From an optimization exercise on the open Yosys and OpenROAD flow, aimed at small area; shortcuts taken in it are not production practice.
In this exercise RTL edits were held to simulation tests only and were not proved equivalent to the original.
No activity file was given, so power comes from the tool's default toggle rates.

// dma_ctrl_top
module dma_ctrl_top (
  input  logic        clk,
  input  logic        rst,
  input  logic        set_stb,
  input  logic [31:0] set_addr,
  input  logic [31:0] set_data,
  input  logic        get_stb,
  input  logic [31:0] get_addr,
  output logic [31:0] get_data,
  output logic        get_valid,
  output logic        h2s_cmd_valid,
  output logic [71:0] h2s_cmd_data,
  input  logic        h2s_cmd_ready,
  output logic        s2h_cmd_valid,
  output logic [71:0] s2h_cmd_data,
  input  logic        s2h_cmd_ready,
  input  logic        h2s_sts_valid,
  input  logic [7:0]  h2s_sts_data,
  output logic        h2s_sts_ready,
  input  logic        s2h_sts_valid,
  input  logic [7:0]  s2h_sts_data,
  output logic        s2h_sts_ready,
  input  logic        in_valid,
  input  logic [63:0] in_data,
  input  logic        in_last,
  output logic        in_ready,
  output logic        out_valid,
  output logic [63:0] out_data,
  output logic        out_last,
  input  logic        out_ready,
  output logic        irq,
  output logic [3:0]  arcache,
  output logic [3:0]  awcache
);
Size in the first run: ~3,600 cells after synthesis, roughly 0.063 mm^2 of cells after synthesis.
export LEC_CHECK = 0
export CAP_MARGIN = 20
export CORE_MARGIN = 2
export CORE_UTILIZATION = 65
export PLACE_DENSITY = 0.75
export SLEW_MARGIN = 20
create_clock -name core_clock -period 6.0 [get_ports {clk}]
standard.sh (not shown) runs the stock make flow with config.mk's settings and CLKGATE_MAP_FILE= SYNTH_SCRIPT=/design/flow/synth_recipe.tcl, a recipe that flattens the netlist after the stock synthesis.
==> flow/flow/run.sh <==
#!/bin/bash
# Standard ORFS layout with three changes aimed at cell area:
#  - synthesis maps the logic with an area-oriented ABC script (flow/abc_area.script);
#    everything else in synthesis is the standard flow's own synth_recipe.tcl, unchanged
#  - buf_1 as the port buffer
#  - a clock tree of small buffers and no dummy loads
set -euo pipefail
W=$PWD
cat flow/abc_proc.tcl synth_recipe.tcl > my_synth.tcl
export MY_ABC_SCRIPT=$W/flow/abc_area.script
bash standard.sh \
  SYNTH_SCRIPT=$W/my_synth.tcl \
  BUFFER_PORTS_ARGS="-buffer_cell sky130_fd_sc_hd__buf_1" \
  CTS_ARGS="-sink_clustering_enable -repair_clock_nets -dont_use_dummy_load -buf_list sky130_fd_sc_hd__clkbuf_8 -sink_clustering_size 20 -sink_clustering_max_diameter 50" \
  finish > make.log 2>&1
==> flow/flow/abc_area.script <==
strash
dch
amap
&get -n
&st
&dch
&nf -R 1000
&put
topo
==> flow/flow/abc_proc.tcl <==
proc abc {args} {
  set i [lsearch -exact $args -script]
  if {$i >= 0 && [info exists ::env(MY_ABC_SCRIPT)]} { lset args [expr {$i + 1}] $::env(MY_ABC_SCRIPT) }
  yosys abc {*}$args
}
The first run passed the timing, design-rule and antenna checks.
==> next run, changes <==
--- a/flow/flow/run.sh
+++ b/flow/flow/run.sh
@@ -12,4 +12,4 @@
   SYNTH_SCRIPT=$W/my_synth.tcl \
   BUFFER_PORTS_ARGS="-buffer_cell sky130_fd_sc_hd__buf_1" \
-  CTS_ARGS="-sink_clustering_enable -repair_clock_nets -dont_use_dummy_load -buf_list sky130_fd_sc_hd__clkbuf_8 -sink_clustering_size 20 -sink_clustering_max_diameter 50" \
+  CTS_ARGS="-sink_clustering_enable -repair_clock_nets -dont_use_dummy_load -buf_list sky130_fd_sc_hd__clkbuf_4 -sink_clustering_size 10 -sink_clustering_max_diameter 40" \
   finish > make.log 2>&1
==> flow/flow/abc_area.script (replaced) <==
strash
dc2
dch
amap
&get -n
&st
&dch
&nf -R 1000
&put
topo
Settings changed: CAP_MARGIN 20 to 5, PLACE_DENSITY 0.75 to 0.85, SLEW_MARGIN 20 to 5.
Result: The new run passed the timing, design-rule and antenna checks. Non-clock buffer count goes down by 13. Worst hold slack loses 250 ps. Cell count increases by about 0.36%. Cell area goes down by about 0.9%. Routed wire length came out higher by 2.8%. Setup slack is worse by 170 ps. Critical path depth shrinks by 3. Power drops by about 14%. Sequential power decreases by about 4%. First-iteration DRC count goes up by about 24%.
==> next run, changes <==
==> flow/run.sh (new file) <==
#!/bin/bash
# synth_recipe.tcl (not shown) runs the flow's synth.tcl, then flattens the netlist and writes it again
# the make line also repeats each setting of config.mk as NAME=value (left out here)
make -C /OpenROAD-flow-scripts/flow DESIGN_CONFIG=/design/flow/config.mk WORK_HOME=/design/flow/orfs CLKGATE_MAP_FILE= SYNTH_SCRIPT=/design/flow/synth_recipe.tcl finish
Settings changed: CAP_MARGIN 5 to 20, CORE_UTILIZATION 65 to 40, PLACE_DENSITY 0.85 to not set, SLEW_MARGIN 5 to 20.
removed: flow/flow/run.sh
removed: flow/flow/abc_area.script
removed: flow/flow/abc_proc.tcl
removed: flow/standard.sh
Sequential cell count does not change.
Area after synthesis climbs by 5.0%.
Count of clock-buffer cells in the layout climbs by 17.
Via count hardly moves.
First-iteration DRC count drops by 42%.
Fmax drops by 2.9%.
Hold slack gains 230 ps.
Die area climbs by 70%.
Routed wire length climbs by 14%.
==> next run, changes <==
==> flow/flow/run.sh (new file) <==
#!/bin/bash
# Standard ORFS layout with smaller port buffers and a leaner clock tree:
# buf_1 as the port buffer, clkbuf_4 for CTS, no CTS dummy loads.
set -euo pipefail
bash standard.sh \
  BUFFER_PORTS_ARGS="-buffer_cell sky130_fd_sc_hd__buf_1" \
  CTS_ARGS="-sink_clustering_enable -repair_clock_nets -dont_use_dummy_load -buf_list sky130_fd_sc_hd__clkbuf_8 -sink_clustering_size 20 -sink_clustering_max_diameter 50" \
  finish > make.log 2>&1
==> flow/standard.sh (new file) <==
#!/bin/bash
# synth_recipe.tcl (not shown) runs the flow's synth.tcl, then flattens the netlist and writes it again
# the make line also repeats each setting of config.mk as NAME=value (left out here)
make -C /OpenROAD-flow-scripts/flow DESIGN_CONFIG=/design/flow/config.mk WORK_HOME=/design/flow/orfs CLKGATE_MAP_FILE= SYNTH_SCRIPT=/design/flow/synth_recipe.tcl "${@:-finish}"
Settings changed: CORE_UTILIZATION 40 to 65, PLACE_DENSITY set to 0.75.
removed: flow/run.sh
=> Non-clock buffer count fell by 5; core utilization rose by 23 points; maximum frequency rose by about 5%; power fell by about 20%; hold slack hardly moves; worst setup slack gets better by 280 ps.

---

Setup of job 2936:
Starting RTL as in the previous note.
Settings: LEC_CHECK=0, CAP_MARGIN=5, CORE_MARGIN=2, CORE_UTILIZATION=65, GPL_TIMING_DRIVEN=0, PLACE_DENSITY=0.75, SLEW_MARGIN=5; clock period 6.0 ns.
==> flow/flow/run.sh <==
#!/bin/bash
# Standard ORFS layout with three changes aimed at cell area:
#  - synthesis maps the logic with an area-oriented ABC script (flow/abc_area.script);
#    everything else in synthesis is the standard flow's own synth_recipe.tcl, unchanged
#  - buf_1 as the port buffer
#  - a clock tree of small buffers and no dummy loads
set -euo pipefail
W=$PWD
cat flow/abc_proc.tcl synth_recipe.tcl > my_synth.tcl
export MY_ABC_SCRIPT=$W/flow/abc_area.script
bash standard.sh \
  SYNTH_SCRIPT=$W/my_synth.tcl \
  BUFFER_PORTS_ARGS="-buffer_cell sky130_fd_sc_hd__buf_1" \
  CTS_ARGS="-sink_clustering_enable -repair_clock_nets -dont_use_dummy_load -buf_list sky130_fd_sc_hd__clkbuf_4 -sink_clustering_size 10 -sink_clustering_max_diameter 50" \
  finish > make.log 2>&1
==> flow/flow/abc_area.script <==
strash
dc2
dch
amap
&get -n
&st
&dch
&nf -R 1000
&put
topo
==> flow/flow/abc_proc.tcl <==
proc abc {args} {
  set i [lsearch -exact $args -script]
  if {$i >= 0 && [info exists ::env(MY_ABC_SCRIPT)]} { lset args [expr {$i + 1}] $::env(MY_ABC_SCRIPT) }
  yosys abc {*}$args
}
> inputs changed (job 2936 -> job 3497)
- swapping 5 for 20 in SLEW_MARGIN
- clearing GPL_TIMING_DRIVEN, which used to be 0
- swapping 5 for 20 in CAP_MARGIN
Findings:
- Job 2936 → job 3497: post-detailed-routing wire length moved down; post-route standard cell area excluding fillers moved down; share of total power in combinational logic moved down; post-route total power moved down.
- In the reports for job 2936 and job 3497, the larger iteration count of the initial detailed-routing pass belongs to job 3497.
- Cell row count: job 2936 vs job 3497 identical
- Re power dissipated by switching net loads: job 2936 was higher than job 3497.
### job 3497 -> job 4071
- CORE_UTILIZATION now 50, was 65
- CAP_MARGIN now 5, was 20
- PLACE_DENSITY now 0.65, was 0.75
- SLEW_MARGIN now 5, was 20
diff --git a/flow/flow/run.sh b/flow/flow/run.sh
--- a/flow/flow/run.sh
+++ b/flow/flow/run.sh
@@ -14 +14 @@
-  CTS_ARGS="-sink_clustering_enable -repair_clock_nets -dont_use_dummy_load -buf_list sky130_fd_sc_hd__clkbuf_4 -sink_clustering_size 10 -sink_clustering_max_diameter 50" \
+  CTS_ARGS="-sink_clustering_enable -repair_clock_nets -dont_use_dummy_load -buf_list sky130_fd_sc_hd__clkbuf_8 -sink_clustering_size 20 -sink_clustering_max_diameter 50" \
==> flow/flow/abc_area.script <==
strash
dch
amap
&get -n
&st
&dch
&nf -R 1000
&put
topo
### Flow results
Sort job 3497 and job 4071 by total power, ascending, and job 3497 comes first. The area enclosed by the die boundary in job 4071 is 1.3 times that in job 3497. Of job 3497 and job 4071, job 3497 shows the higher final period utilization, with job 4071 below it. Diff job 3497 -> job 4071 | synthesized cell count | up slightly. | routing usage on met3 | higher: job 3497 |. The wire length of the first global-routing pass of job 4071 and that of job 3497 are within noise of each other. Status: synthesized area parity (job 3497, job 4071). Job 4071 against job 3497: number of search-and-repair iterations in the first detailed-routing pass lower; relative slew slack lower.
Inputs modified between job 4071 and job 180:
- CAP_MARGIN changed from 5 to 20
- SLEW_MARGIN changed from 5 to 20
- PLACE_DENSITY changed from 0.65 to 0.75
- CORE_UTILIZATION changed from 50 to 65
diff --git a/flow/flow/run.sh b/flow/flow/run.sh
--- a/flow/flow/run.sh
+++ b/flow/flow/run.sh
@@ -14 +14 @@
-  CTS_ARGS="-sink_clustering_enable -repair_clock_nets -dont_use_dummy_load -buf_list sky130_fd_sc_hd__clkbuf_8 -sink_clustering_size 20 -sink_clustering_max_diameter 50" \
+  CTS_ARGS="-sink_clustering_enable -repair_clock_nets -dont_use_dummy_load -buf_list sky130_fd_sc_hd__clkbuf_4 -sink_clustering_size 10 -sink_clustering_max_diameter 35" \
Results
Looking at endpoint of the worst setup timing path, the out_data[58] result is from job 4071; the out_data[61] one comes from job 180. Hold buffer count at cts: job 4071 vs job 180 identical. In the metrics for job 4071 and job 180, the one carrying the lower die outline height is job 180. Lower fmax was reported by job 180, not job 4071. Compared to job 4071, job 180 has setup slack 0.34 ns lower. Of the two values seen for uppermost metal layer occupied by signal nets, met4 was produced by job 180 and met5 by job 4071. For job 180, the cell type of the slowest stage on the worst timing path was dfxtp_1, unlike job 4071, where it was a222oi_1. Compared with job 4071, overall die area in job 180 decreased by more than 10%. Delta (job 180 minus job 4071): worst hold slack after final layout decreased 0.21 ns, switching power now larger. Changes observed in job 180 relative to job 4071: final instance area went down by about 0.9%, clock-pin slew reported for the worst setup and hold paths after clock tree synthesis went up by 0.04 ns. The post-route DRC violation count on job 4071 is in line with that on job 180.
--- input diff job 180..job 470 ---
- swapping 20 for 0 in SLEW_MARGIN
- swapping 20 for 0 in CAP_MARGIN
diff --git a/flow/flow/run.sh b/flow/flow/run.sh
--- a/flow/flow/run.sh
+++ b/flow/flow/run.sh
@@ -14 +14 @@
-  CTS_ARGS="-sink_clustering_enable -repair_clock_nets -dont_use_dummy_load -buf_list sky130_fd_sc_hd__clkbuf_4 -sink_clustering_size 10 -sink_clustering_max_diameter 35" \
+  CTS_ARGS="-sink_clustering_enable -repair_clock_nets -dont_use_dummy_load -buf_list sky130_fd_sc_hd__clkbuf_4 -sink_clustering_size 10 -sink_clustering_max_diameter 40" \
==> flow/flow/abc_area.script <==
strash
dc2
dch
amap
&get -n
&st
&dch
&nf -R 1000
&put
topo
==> comparison <==
Met2 usage: job 470 vs job 180 up 3.4 points
Delta(number of vias per cell after detailed routing, job 470 - job 180) > 0
Each of the runs, namely job 470 and job 180, reached the end of the flow and came out clean.
[compare] base=job 180 new=job 470: number of non-clock inverters in the layout fell 7.1%; first-pass GRT wire length rose 1.6%; sequential power fell about 4%; share of the final layout cell area in sequential cells rose 0.33 points; final-layout worst hold slack rose 0.037 ns.
Job 180 has a higher via count of the first global-routing pass than job 470.
Delta (job 470 minus job 180): final cell count lost about 1%; initial cell density of the core neither gained nor lost much.
diff inputs: job 470 => job 3283
- changing SLEW_MARGIN from 0 to 5
- changing CAP_MARGIN from 0 to 5
[summary]
Having completed the whole flow, job 3283 delivered a layout that passed the timing, design-rule and antenna checks.
Reported for job 470 and job 3283, detailed route wirelength on metal3 turned out identical to the last digit.
Diff job 3283..job 470 | non-filler instance count after layout | unchanged
Comparing job 470 against job 3283, there is no change at all in post-synthesis register bit count.
Job 470 -> job 3283: die area delta 0, exact match
For power share of the combinational group, job 470 and job 3283 come out practically identical.
Comparing job 3283 against job 470, there is no change at all in net switching fraction of the power.
Changes observed in job 3283 relative to job 470: headroom to the max-slew limit has remained practically unchanged, first-pass GRT wire length level.

[afterwards: timing with drivers on the ports]
How much do the figures lean on ideal ports? The routed layouts below were timed once more, with nothing changed but the port constraints. Step 1: set_driving_cell puts a clkbuf_16 on clk and a buf_2 on each other input, an assumption about the parent block. Step 2, shift: input delay + t, output delay - t, t = (earliest + latest rising clock arrival at the registers) / 2. This alone moves slack from input paths to output paths. Three values: ideal ports, drivers, drivers and shift; two values: the first two.
run	t, ns	setup WS [ns]	slew at the worst register clock pin (ns)	cell pins on the clock port's net
the first run of note 1	0.885	0.775 / 0.708 / 1.593	0.12 / 0.12	1
the second run of note 1	1.176	0.605 / 0.543 / 1.464	0.12 / 0.12	1
the third run of note 1	0.854	0.446 / 0.367 / 1.221	0.07 / 0.07	1
the fourth run of note 1	0.895	0.721 / 0.651 / 1.547	0.12 / 0.12	1
job 2936	1.169	0.703 / 0.634 / 1.298	0.12 / 0.12	1
job 3497	1.139	0.599 / 0.531 / 1.670	0.12 / 0.12	1
job 4071	0.898	0.766 / 0.695 / 1.594	0.12 / 0.12	1
job 180	1.209	0.426 / 0.361 / 1.570	0.11 / 0.11	1
job 470	1.168	0.610 / 0.540 / 1.688	0.12 / 0.12	1
job 3283	1.168	0.610 / 0.540 / 1.688	0.12 / 0.12	1
After both steps setup and hold are still met in every run listed.
